This design comes from an exercise in tuning for small area on the open sky130 flow, not from production work. The RTL was checked by simulation tests, not by an equivalence proof against the original design. Power is estimated from default activity; no workload was simulated.

## flow/design.v

```verilog
package signal_meter_pkg;
    localparam window_cycles = 16384;
endpackage
`timescale 1ns/10ps
module signal_meter_top (
    input  logic        clk,
    input  logic        rst_n,
    input  logic        measure_en,
    input  logic        sample_valid,
    input  logic [7:0]  sample_data,
    output logic [15:0] freq_out,
    output logic [15:0] amplitude_out,
    output logic [15:0] duty_out,
    output logic        freq_is_khz,
    output logic        results_updated
);
    logic [13:0] win;
    logic        tick;
    assign tick = measure_en & (&win);
    always_ff @(posedge clk or negedge rst_n) begin
        if (!rst_n)           win <= '0;
        else if (!measure_en) win <= '0;
        else                  win <= win + 1'b1;
    end
    logic hi, vh, xing, prev_low;
    assign hi    = sample_data[7];
    assign vh    = sample_valid & hi;
    assign xing = vh & prev_low;
    always_ff @(posedge clk or negedge rst_n) begin
        if (!rst_n)            prev_low <= 1'b0;
        else if (!measure_en)  prev_low <= 1'b0;
        else if (sample_valid) prev_low <= ~hi;
    end
    logic [13:0] c_cnt, c_nx;
    logic [14:0] t_cnt, t_nx, h_cnt, h_nx;
    assign c_nx = c_cnt + 14'(xing);
    assign t_nx = t_cnt + 15'(sample_valid);
    assign h_nx = h_cnt + 15'(vh);
    always_ff @(posedge clk or negedge rst_n) begin
        if (!rst_n) begin
            c_cnt <= '0; t_cnt <= '0; h_cnt <= '0;
        end else if (!measure_en || tick) begin
            c_cnt <= '0; t_cnt <= '0; h_cnt <= '0;
        end else begin
            c_cnt <= c_nx; t_cnt <= t_nx; h_cnt <= h_nx;
        end
    end
    logic [7:0] mx, mn, mx_nx, mn_nx;
    assign mx_nx = (sample_valid && sample_data > mx) ? sample_data : mx;
    assign mn_nx = (sample_valid && sample_data < mn) ? sample_data : mn;
    always_ff @(posedge clk or negedge rst_n) begin
        if (!rst_n) begin
            mx <= 8'd0; mn <= 8'd255;
        end else if (!measure_en || tick) begin
            mx <= 8'd0; mn <= 8'd255;
        end else begin
            mx <= mx_nx; mn <= mn_nx;
        end
    end
    logic [8:0] adiff;
    logic [7:0] amp_p;
    assign adiff = {1'b0, mx_nx} - {1'b0, mn_nx};
    always_ff @(posedge clk or negedge rst_n) begin
        if (!rst_n)           amp_p <= '0;
        else if (!measure_en) amp_p <= '0;
        else if (tick)        amp_p <= adiff[8] ? 8'd0 : adiff[7:0];
    end
    logic [5:0] st;
    always_ff @(posedge clk or negedge rst_n) begin
        if (!rst_n)         st <= '0;
        else if (tick)      st <= 6'd1;
        else if (st != 0)   st <= st + 1'b1;
    end
    logic [24:0] z;
    logic        khz_p;
    logic [10:0] kmul;
    logic [11:0] zsum;
    logic        fmul, fsh;
    assign kmul = khz_p ? 11'd655 : 11'd10;
    assign zsum = {1'b0, z[24:14]} + (z[0] ? {1'b0, kmul} : 12'd0);
    assign fmul = (st >= 6'd1)  && (st <= 6'd14);
    assign fsh  = khz_p && (st >= 6'd15) && (st <= 6'd30);
    always_ff @(posedge clk or negedge rst_n) begin
        if (!rst_n) begin
            z <= '0; khz_p <= 1'b0;
        end else if (tick) begin
            z     <= {11'd0, c_nx};
            khz_p <= (c_nx > 14'd6553);
        end else if (fmul) begin
            z <= {zsum, z[13:1]};
        end else if (fsh) begin
            z <= {1'b0, z[24:1]};
        end
    end
    logic [14:0] hr;
    logic [7:0]  ir, rr, r2;
    logic [8:0]  rsub;
    logic [23:0] acc, a1;
    logic [6:0]  dly;
    logic [1:0]  cy;
    logic [3:0]  s2;
    logic        dv, i_le1, qb, p1, p2, xk, ins;
    logic [5:0]  k2;
    assign i_le1 = (ir[7:1] == 7'd0);
    assign r2    = {rr[6:0], 1'b0};
    assign rsub  = {1'b0, r2} - {1'b0, ir};
    assign qb    = i_le1 | ~rsub[8];
    assign p1    = (st >= 6'd1)  && (st <= 6'd16);
    assign p2    = (st >= 6'd17) && (st <= 6'd47);
    assign k2    = st - 6'd17;
    assign a1    = {acc[22:0], 1'b0} + (qb ? {9'd0, hr} : 24'd0);
    assign xk    = acc[0];
    assign s2    = {3'd0, xk} + {3'd0, dly[6]} - {3'd0, dly[1]} + {{2{cy[1]}}, cy};
    assign ins   = (k2 >= 6'd20) & s2[0];
    always_ff @(posedge clk) begin
        if (tick) begin
            hr  <= h_nx;
            ir  <= t_nx[14:7];
            rr  <= 8'd1;
            acc <= '0;
        end else if (p1) begin
            rr  <= rsub[8] ? r2 : rsub[7:0];
            acc <= a1;
        end else if (p2) begin
            acc <= {ins, acc[23:1]};
        end
        dly <= {dly[5:0], p2 & xk};
        cy  <= p2 ? s2[2:1] : 2'd0;
    end
    always_ff @(posedge clk or negedge rst_n) begin
        if (!rst_n)    dv <= 1'b0;
        else if (tick) dv <= (t_nx != 15'd0);
    end
    logic [7:0]  amp_o;
    logic [10:0] duty_o;
    always_ff @(posedge clk or negedge rst_n) begin
        if (!rst_n) begin
            freq_out        <= '0;
            freq_is_khz     <= 1'b0;
            amp_o           <= '0;
            duty_o          <= '0;
            results_updated <= 1'b0;
        end else begin
            results_updated <= tick;
            if (tick) begin
                freq_out    <= z[15:0];
                freq_is_khz <= khz_p;
                amp_o       <= amp_p;
                if (dv) duty_o <= acc[23:13];
            end
        end
    end
    assign amplitude_out = {8'd0, amp_o};
    assign duty_out      = {5'd0, duty_o};
endmodule
```

## flow/run.sh

```bash
#!/bin/bash
# synth_recipe.tcl (not shown) runs the flow's synth.tcl, then flattens the netlist and writes it again
# the make line also repeats each setting of config.mk as NAME=value (left out here)
make -C /OpenROAD-flow-scripts/flow DESIGN_CONFIG=/design/flow/config.mk WORK_HOME=/design/flow/orfs CLKGATE_MAP_FILE= SYNTH_SCRIPT=/design/flow/synth_recipe.tcl finish
```

## flow/config.mk

```make
export PLATFORM = sky130hd
export DESIGN_NAME = signal_meter_top
export DESIGN_NICKNAME = signal_meter_top
export VERILOG_FILES = /design/flow/design.v
export SDC_FILE = /design/flow/constraint.sdc
export NUM_CORES = 4
export LEC_CHECK = 0
export CAP_MARGIN = 20
export CORE_MARGIN = 2
export CORE_UTILIZATION = 40
export SLEW_MARGIN = 20
```

## flow/constraint.sdc

```tcl
create_clock -name core_clock -period 10.0 [get_ports {clk}]
set_input_delay 2.0000 -clock core_clock [delete_from_list [all_inputs] [get_ports {clk}]]
set_output_delay 2.0000 -clock core_clock [all_outputs]
set_load 0.01 [all_outputs]
```

==> results of run 1 <==
registers in the layout, indices dropped and copies added (netlist names), 2 cells and up:
signal	flops
st	6
amp_o	8
dly	7
h_cnt	15
amp_p	8
hr	15
z	25
acc	24
rr	7
freq_out	16
duty_o	11
mn	8
mx	8
t_cnt	15
ir	8
c_cnt	14
cy	2
win	14
final timing paths:
kind / start / endpoint / depth (start not counted)
max: sample_data[5] / amp_p[2]$_DFFE_PN0N_ / 16
min: dly[2]$_DFF_P_ / dly[3]$_DFF_P_ / 0
max reg2reg: ir[0]$_DFFE_PP_ / acc[19]$_SDFFE_PP0P_ / 17
min reg2reg: dly[2]$_DFF_P_ / dly[3]$_DFF_P_ / 0
max in group asynchronous: rst_n / h_cnt[14]$_DFF_PN0_ / 2
min in group asynchronous: rst_n / amp_o[6]$_DFFE_PN0P_ / 1
cell families after synthesis:
family | after synthesis
AOI/OAI and AO/OA | 214
xor gates and xnor gates | 83
adders and majority gates | 68
buffers and inverters | 126
DFF | 216
muxes | 60
other | 1
and+or+nand+nor | 460
synthesized netlist by cell type (4+ instances only):
library cell  instances  share of area
a211oi_1             22          0.014
a21boi_0              4         0.0025
a21o_1               11         0.0070
a21oi_1              57          0.024
a22o_1                8         0.0059
a31oi_1              13         0.0069
and2_1               47          0.025
and3_1               43          0.023
and4_1                4         0.0030
buf_2                17         0.0072
buf_4                17          0.011
clkbuf_1             33          0.010
dfrtp_1             145           0.31
dfstp_2               8          0.018
dfxtp_1              40          0.068
edfxtp_1             23          0.058
fa_1                  6          0.010
ha_1                 62          0.066
inv_1                56          0.018
mux2_2               27          0.026
mux2i_1              33          0.028
nand2_1             146          0.046
nand2b_1              7         0.0037
nand3_1              37          0.016
nand4_1              20          0.011
nor2_1               95          0.030
nor2b_1              16         0.0085
nor3_1               14         0.0059
nor4_1                4         0.0021
o211ai_1              5         0.0032
o21a_1               16          0.010
o21ai_0              41          0.017
o22ai_1               8         0.0042
or3_1                 4         0.0021
or4_1                 4         0.0025
xnor2_1              53          0.039
xor2_1               30          0.022
final cells by class:
type / instances / area, µm² / share of cell area
clock buffers: 40 / 817 / 0.0605
clock inverters: 8 / 124 / 0.00918
inverters: 56 / 210 / 0.0156
multi-input cells: 898 / 5990 / 0.443
flip-flops and latches: 216 / 5330 / 0.395
well taps: 384 / 480 / 0.0356
repair buffers: 57 / 553 / 0.0410
report_power, final:
part / switching, mW / internal, mW / total [mW] / leakage [nW]
registers: 0.00525 / 0.892 / 0.897 / 2.49
logic: 0.0614 / 0.0407 / 0.102 / 3.21
clock network: 0.373 / 0.640 / 1.01 / 0.455
total: 0.440 / 1.57 / 2.01 / 6.15
worst max-delay path: stages:
cell             delay, ns
clkdlybuf4s50_1       0.50
ha_1                  0.35
o21a_1                0.13
o21a_1                0.10
o21ai_0               0.08
o21ai_2               0.44
mux2_2                0.41
ha_1                  0.21
fa_1                  0.41
nor2b_1               0.14
o21a_1                0.14
o21ai_0               0.10
a21oi_1               0.24
o21ai_0               0.11
a21oi_1               0.46
a22o_1                0.21
per-layer routing:
| metal | wire (µm) | track usage | vias up |
|---|---|---|---|
| met2 | 11100 | 0.266 | 141 |
| met5 | 0 | 0 | - |
| met4 | 454 | 0.0410 | 0 |
| met3 | 929 | 0.0237 | 38 |
| met1 | 12100 | 0.227 | 4183 |
| li1 | - | - | 4300 |
layout by cell type (no fill, tap or decap), types with 30 or more instances in the layout:
cell and count:
dfrtp_1 145, nand2_1 146, nor2_1 94, xnor2_1 53, dfxtp_1 40, and3_1 42, mux2i_1 33, ha_1 62
inv_1 56, xor2_1 30, nand3_1 36, and2_1 47, a21oi_1 57, o21ai_0 41, clkdlybuf4s50_1 47
metrics by stage:
stage | util | worst slack (ns) | cell area [µm²] | hold WS, ns | power [mW]
finish | 0.467 | 4.41 | 13500 | 0.324 | 2.01
detailed placement | 0.434 | 3.91 | 12600 | 0.312 | 1.02
floorplan | - | 4.89 | 11900 | 0.310 | 0.982
CTS | 0.466 | 4.46 | 13500 | 0.326 | 2.05
global route | 0.467 | 4.17 | 13500 | 0.336 | 2.10
global placement | 0.434 | 4.05 | 12600 | 0.312 | 1.02
==> results.yml, run 1 <==
sta:
  final_hold_viol_count: 0
  slew_viol_final: 0
  setup-tns-final_ns: 0
  fin_skew_ns: 0.0162
  fin_crit_sh: 0.559
  rsz0062_at_grt: "no"
  max_slew_margin: 0.383
  setup_viol: 0
  period_needed_ns: 5.59
  tightest_slew_ns: 0.925
  timing.fmax_mhz: 179
placement:
  dp.cells: 1611
  gp_congestion: 0.819
  place_hpwl_um: 16400
  portBuffers: 48
clocking:
  cts_max_level: 1
  cts-resized-gates: 0
  cts-buffers-inserted: 26
  cts_tree: "yes"
  clkTransAtPathRegs_ns: 0.06
  root_buffer: "clkbuf_16"
  clkLatencyLatePin_ns: 0.53
  clock_path_buffers: 3
  clock_sinks: 216
  postCtsSetupBuffers: 0
  cts_hold_buf: 0
logic_synthesis:
  synth_top_family_by_area: "simple AND/OR/NAND/NOR gates"
  syn-cell-area_um2: 11800
  yosysWarnings: 1
  muxShareOfSynthArea: 0.0536
  synth_cell_types: 75
  synth_compound_area_frac: 0.116
  synth-edff-count: 23
  synth-seq-cells: 216
  async_reset_ff_frac: 0.708
  synthCells: 1228
  synth_adder_area_share: 0.0757
  synth_area_per_cell_um2: 9.64
  synthXorXnorAreaFrac: 0.0614
  yosysSeqAreaShare: 0.450
  synth-simple-area-share: 0.193
  synth_ff_type: "dfrtp_1"
critical_path:
  critPathRequiredTime_ns: 10.46
  crit_path_end_kind: "register"
  start_kind: "input pin"
  arrival_ns: 6.05
  crit_path_max_fanout: 8
  rrSetupSlack_ns: 5.46
  crit_type: "input pin to register"
hold_path:
  hp-class: "register to register"
die:
  core_um2: 28900
  die-area_um2: 31000
  die_w_um: 176
  die_h_um: 176
  initial_core_util: 0.409
  fp-row-count: 62
  io-pin-count: 62
flow_run:
  drv_cap: 0
cells_and_area:
  nNetsFinal: 1335
  fillCellCount: 2748
  diodes: 0
  layout-drive-gt1-share: 0.0808
  syn2layout_area_growth_pct: 14.1
  fin_cells: 1659
run_status:
  status: "no timing/DRC/antenna violations"
grt:
  grt_overflow: 0
  grt_pass1_vias: 8598
  grt_max_degree: 79
  grt_pass1_wl_um: 42300
  grt_usage: 0.162
  antenna_found_initial: 0
drt:
  routed_wl_um: 24600
  ant_nets: 0
  drt_iter0_markers: 576
  vias: 8662
  drt_first_pass_iters: 5
  wl_per_cell_um: 14.8
  avgViaCountPerCell: 5.22
  drc: 0
power_and_ir_drop:
  peakVddDrop_v: 0.000135
  p_leak_nw: 6.15
  power.density_nw_per_um2: 149
==> run 2: changes to the inputs <==
--- a/flow/design.v
+++ b/flow/design.v
@@ -15,12 +15,14 @@
     output logic        results_updated
 );
     logic [13:0] win;
-    logic        tick;
-    assign tick = measure_en & (&win);
+    logic        tick, wzero, wfb;
+    assign wzero = (win[12:0] == 13'd0);
+    assign tick  = measure_en & wzero & win[13];
+    assign wfb   = win[13] ^ win[11] ^ win[1] ^ win[0] ^ wzero;
     always_ff @(posedge clk or negedge rst_n) begin
         if (!rst_n)           win <= '0;
         else if (!measure_en) win <= '0;
-        else                  win <= win + 1'b1;
+        else                  win <= {win[12:0], wfb};
     end
     logic hi, vh, xing, prev_low;
     assign hi    = sample_data[7];
@@ -37,12 +39,25 @@
     assign t_nx = t_cnt + 15'(sample_valid);
     assign h_nx = h_cnt + 15'(vh);
     always_ff @(posedge clk or negedge rst_n) begin
+        if (!rst_n)                  c_cnt <= '0;
+        else if (!measure_en || tick) c_cnt <= '0;
+        else                         c_cnt <= c_nx;
+    end
+    logic keep_hi, drop_hi;
+    always_ff @(posedge clk or negedge rst_n) begin
         if (!rst_n) begin
-            c_cnt <= '0; t_cnt <= '0; h_cnt <= '0;
-        end else if (!measure_en || tick) begin
-            c_cnt <= '0; t_cnt <= '0; h_cnt <= '0;
+            t_cnt <= '0; h_cnt <= '0;
         end else begin
-            c_cnt <= c_nx; t_cnt <= t_nx; h_cnt <= h_nx;
+            if (!measure_en || tick) begin
+                t_cnt[6:0] <= '0; h_cnt[4:0] <= '0;
+            end else begin
+                t_cnt[6:0] <= t_nx[6:0]; h_cnt[4:0] <= h_nx[4:0];
+            end
+            if (drop_hi || (!measure_en && !keep_hi)) begin
+                t_cnt[14:7] <= '0; h_cnt[14:5] <= '0;
+            end else begin
+                t_cnt[14:7] <= t_nx[14:7]; h_cnt[14:5] <= h_nx[14:5];
+            end
         end
     end
     logic [7:0] mx, mn, mx_nx, mn_nx;
@@ -66,6 +81,8 @@
         else if (tick)        amp_p <= adiff[8] ? 8'd0 : adiff[7:0];
     end
     logic [5:0] st;
+    assign keep_hi = (st >= 6'd1) && (st <= 6'd15);
+    assign drop_hi = (st == 6'd16);
     always_ff @(posedge clk or negedge rst_n) begin
         if (!rst_n)         st <= '0;
         else if (tick)      st <= 6'd1;
@@ -84,7 +101,7 @@
         if (!rst_n) begin
             z <= '0; khz_p <= 1'b0;
         end else if (tick) begin
-            z     <= {11'd0, c_nx};
+            z[15:0] <= {2'd0, c_nx};    
             khz_p <= (c_nx > 14'd6553);
         end else if (fmul) begin
             z <= {zsum, z[13:1]};
@@ -93,6 +110,7 @@
         end
     end
     logic [14:0] hr;
+    logic [4:0]  hlo;
     logic [7:0]  ir, rr, r2;
     logic [8:0]  rsub;
     logic [23:0] acc, a1;
@@ -101,6 +119,8 @@
     logic [3:0]  s2;
     logic        dv, i_le1, qb, p1, p2, xk, ins;
     logic [5:0]  k2;
+    assign ir    = t_cnt[14:7];
+    assign hr    = {h_cnt[14:5], hlo};
     assign i_le1 = (ir[7:1] == 7'd0);
     assign r2    = {rr[6:0], 1'b0};
     assign rsub  = {1'b0, r2} - {1'b0, ir};
@@ -114,16 +134,15 @@
     assign ins   = (k2 >= 6'd20) & s2[0];
     always_ff @(posedge clk) begin
         if (tick) begin
-            hr  <= h_nx;
-            ir  <= t_nx[14:7];
+            hlo <= h_nx[4:0];
             rr  <= 8'd1;
-            acc <= '0;
         end else if (p1) begin
             rr  <= rsub[8] ? r2 : rsub[7:0];
             acc <= a1;
         end else if (p2) begin
             acc <= {ins, acc[23:1]};
         end
+        if (tick) acc[7:0] <= '0;
         dly <= {dly[5:0], p2 & xk};
         cy  <= p2 ? s2[2:1] : 2'd0;
     end
@@ -139,9 +158,7 @@
             freq_is_khz     <= 1'b0;
             amp_o           <= '0;
             duty_o          <= '0;
-            results_updated <= 1'b0;
         end else begin
-            results_updated <= tick;
             if (tick) begin
                 freq_out    <= z[15:0];
                 freq_is_khz <= khz_p;
@@ -150,6 +167,7 @@
             end
         end
     end
+    assign results_updated = (st == 6'd1);
     assign amplitude_out = {8'd0, amp_o};
     assign duty_out      = {5'd0, duty_o};
 endmodule
==> results.yml, run 2 <==
grt:
  grt_usage: 0.162
  grt_pass1_wl_um: 40400
  antenna_found_initial: 0
  grt_max_degree: 85
  grt_pass1_vias: 8293
  grt_overflow: 0
logic_synthesis:
  synthXorXnorAreaFrac: 0.0547
  async_reset_ff_frac: 0.772
  synth_common_cells: "nand2_1, dfrtp_1, nor2_1, ha_1, a21oi_1"
  synth_top_family_by_area: "simple AND/OR/NAND/NOR gates"
  synth_top_area_cell: "dfrtp_1"
  syn-cell-area_um2: 11400
  synthCells: 1203
  synth_ff_type: "dfrtp_1"
  synth_top_area_frac: 0.317
  yosysSeqAreaShare: 0.433
  synth_area_leaders: "dfrtp_1, ha_1, edfxtp_1"
  synth-edff-count: 21
  synth_compound_area_frac: 0.126
  yosysMostFrequentCell: "nand2_1"
  yosysWarnings: 1
  muxShareOfSynthArea: 0.0685
  synth-seq-cells: 197
  synth_adder_area_share: 0.0777
  synth_cell_types: 83
  synth-simple-area-share: 0.193
  synth_area_per_cell_um2: 9.44
cells_and_area:
  layout-drive-gt1-share: 0.0859
  multi_input_area_um2: 5970
  nNetsFinal: 1312
  syn2layout_area_growth_pct: 12.0
  final_common_cell: "nand2_1"
  largest_reg_flops: 25
  fillCellCount: 2712
  regMostFlops: "z"
  final_cell_mix: "nand2_1, dfrtp_1, nor2_1"
  reg_top3: "z (25), acc (24), freq_out (16)"
  diodes: 0
  seq_area_um2: 4920
  fin_cells: 1624
  fin_util: 0.457
power_and_ir_drop:
  comb_power_share: 0.398
  power.density_nw_per_um2: 243
  p_leak_nw: 5.67
  swShare: 0.383
  p_seq_frac: 0.372
  net-switching-power_mw: 1.18
  power_mw: 3.09
  peakVddDrop_v: 0.000146
  p_int_mw: 1.91
  p_clk_frac: 0.231
flow_run:
  drv_cap: 0
drt:
  drt_first_pass_iters: 4
  drc: 0
  drt_iter0_markers: 402
  vias: 8378
  ant_nets: 0
  routed_wl_um: 23200
  avgViaCountPerCell: 5.16
  wl_per_cell_um: 14.3
critical_path:
  crit_path_max_fanout: 17
  crit_slowest_cell: "o31ai_1"
  arrival_ns: 6.10
  crit_path_cell_trace: "clkdlybuf4s50_1, ha_1, nor2b_1, o21a_1, o21ai_0, a21oi_1, o221a_2, mux2_2, ha_1, nor2b_1, o21a_1, o21ai_0, a21oi_1, o31ai_1, o21ai_0"
  startpoint: "sample_data[1]"
  reg2reg_from: "t_cnt[7]$_DFF_PN0_"
  max_stage_delay_ns: 0.64
  critPathRequiredTime_ns: 10.28
  path_common_cell: "o21ai_0"
  cp_top_family: "compound AO/OA/AOI/OAI gates"
  crit_type: "input pin to register"
  worst-path-buf-inv: 1
  crit_path_end_kind: "register"
  start_kind: "input pin"
hold_path:
  hp-start: "dly[0]$_DFF_P_"
  hp-class: "register to register"
clocking:
  cts_tree: "yes"
  postCtsSetupBuffers: 0
  clock_path_buffers: 2
  clock_sinks: 197
  cts-buffers-inserted: 17
  root_buffer: "clkbuf_16"
  clkLatencyLatePin_ns: 0.44
  clkTransAtPathRegs_ns: 0.07
  cts_max_level: 4
  cts_hold_buf: 0
  cts-resized-gates: 0
placement:
  place_hpwl_um: 16100
  gp_congestion: 0.828
  dp.cells: 1592
  portBuffers: 48
die:
  initial_core_util: 0.408
  die_h_um: 173
  die_w_um: 173
  die-area_um2: 29800
  fp-row-count: 61
  core_um2: 27900
  io-pin-count: 62
sta:
  setup-tns-final_ns: 0
  period_needed_ns: 5.82
  slew_viol_final: 0
  rsz0062_at_grt: "no"
  tightest_slew_ns: 0.947
  fin_crit_sh: 0.582
  max_slew_margin: 0.369
  timing.hold.ws_ns: 0.329
  setup_viol: 0
  final_hold_viol_count: 0
  fin_skew_ns: 0.0157
  timing.fmax_mhz: 172
run_status:
  status: "no timing/DRC/antenna violations"
==> run 2: worst register-to-register path, stage by stage (launching register included) <==
cell and delay [ns]:
dfrtp_1 0.53, fa_1 0.51, nor2b_1 0.18, o2111ai_1 0.16, nand3_1 0.14, and2_1 0.38, o21ai_0 0.28, fa_1 0.49
nor2b_1 0.21, o311ai_0 0.22, a31oi_1 0.45, o21ai_1 0.25, or3_1 0.40, a31oi_1 0.16
==> run 2: routing by layer <==
| layer | track usage | routed length (µm) | up-vias | share of wire |
|---|---|---|---|---|
| met3 | 0.0273 | 504 | 19 | 0.022 |
| met4 | 0.0360 | 229 | 0 | 0.0099 |
| met1 | 0.211 | 11000 | 4045 | 0.47 |
| met5 | 0 | 0 | - | 0 |
| li1 | - | - | 4222 | - |
| met2 | 0.283 | 11400 | 92 | 0.49 |
==> run 2: power groups by stage <==
stage               combinational [mW]  clock (mW)  sequential, mW
floorplan                         1.03           0            1.11
global placement                  1.23           0            1.16
detailed placement                1.24           0            1.17
CTS                               1.25       0.736            1.15
global route                      1.41       0.766            1.18
finish                            1.23       0.713            1.15
==> run 2: logic make-up (layout without fill, tap and decap cells) <==
logic type,Yosys count,after routing
and+or+nand+nor,463,463
AOI/OAI and AO/OA,220,220
DFF,197,197
buffers and inverters,111,142
muxes,73,73
xor gates and xnor gates,71,71
adders and majority gates,67,67
other,1,13
==> run 2: worst paths after layout <==
path                       slack, ns                    to  cells after the start
setup / recovery                4.18  amp_p[2]$_DFFE_PN0N_                     15
hold / removal                  0.33        dly[1]$_DFF_P_                      0
setup reg to reg                5.49     acc[23]$_DFFE_PP_                     13
hold reg to reg                 0.33        dly[1]$_DFF_P_                      0
max in group asynchronous       6.98    h_cnt[6]$_DFF_PN0_                      2
min in group asynchronous       1.61      win[6]$_DFF_PN0_                      1
==> run 2: stage by stage <==
| stage | instance area, µm² | setup slack, ns |
|---|---|---|
| 2_1_floorplan | 11400 | 4.83 |
| 3_3_place_gp | 12100 | 3.74 |
| 3_5_place_dp | 12100 | 3.71 |
| 4_1_cts | 12700 | 4.18 |
| 5_1_grt | 12700 | 3.80 |
| 6_report | 12700 | 4.18 |
==> run 2: final cells by class <==
cell class / instances / share of cell area
Clock inverter: 15 / 0.0146
Tap cell: 378 / 0.0371
Timing Repair Buffer: 58 / 0.0437
Inverter: 52 / 0.0154
Sequential cell: 197 / 0.387
Clock buffer: 17 / 0.0334
Multi-Input combinational cell: 907 / 0.469

what the ideal ports hide:
In the flow no input, the clock included, has a driving cell. The finished layouts below were timed again as built, in two steps.
Step 1: set_driving_cell puts a clkbuf_16 on clk and a buf_2 on each other input, an assumption about the parent block.
Step 2 adds t to the input delays and takes it off the output delays; t is the mean of the earliest and latest rising clock arrival at the registers after step 1. Input paths then give back, and output paths get back, about the clock's delay inside the block.
Slacks: ideal ports / drivers / drivers and shift; pairs: ideal ports / drivers.
run	t (ns)	setup WS [ns]	cell pins on the clock port's net
run 1	0.569	4.410 / 4.437 / 3.868	1
run 2	0.478	4.182 / 4.209 / 3.731	1
After both steps every run listed still meets setup and hold. The setup slack of run 1, which loses most, moves by +0.027 ns with the drivers and by -0.542 ns with both steps.
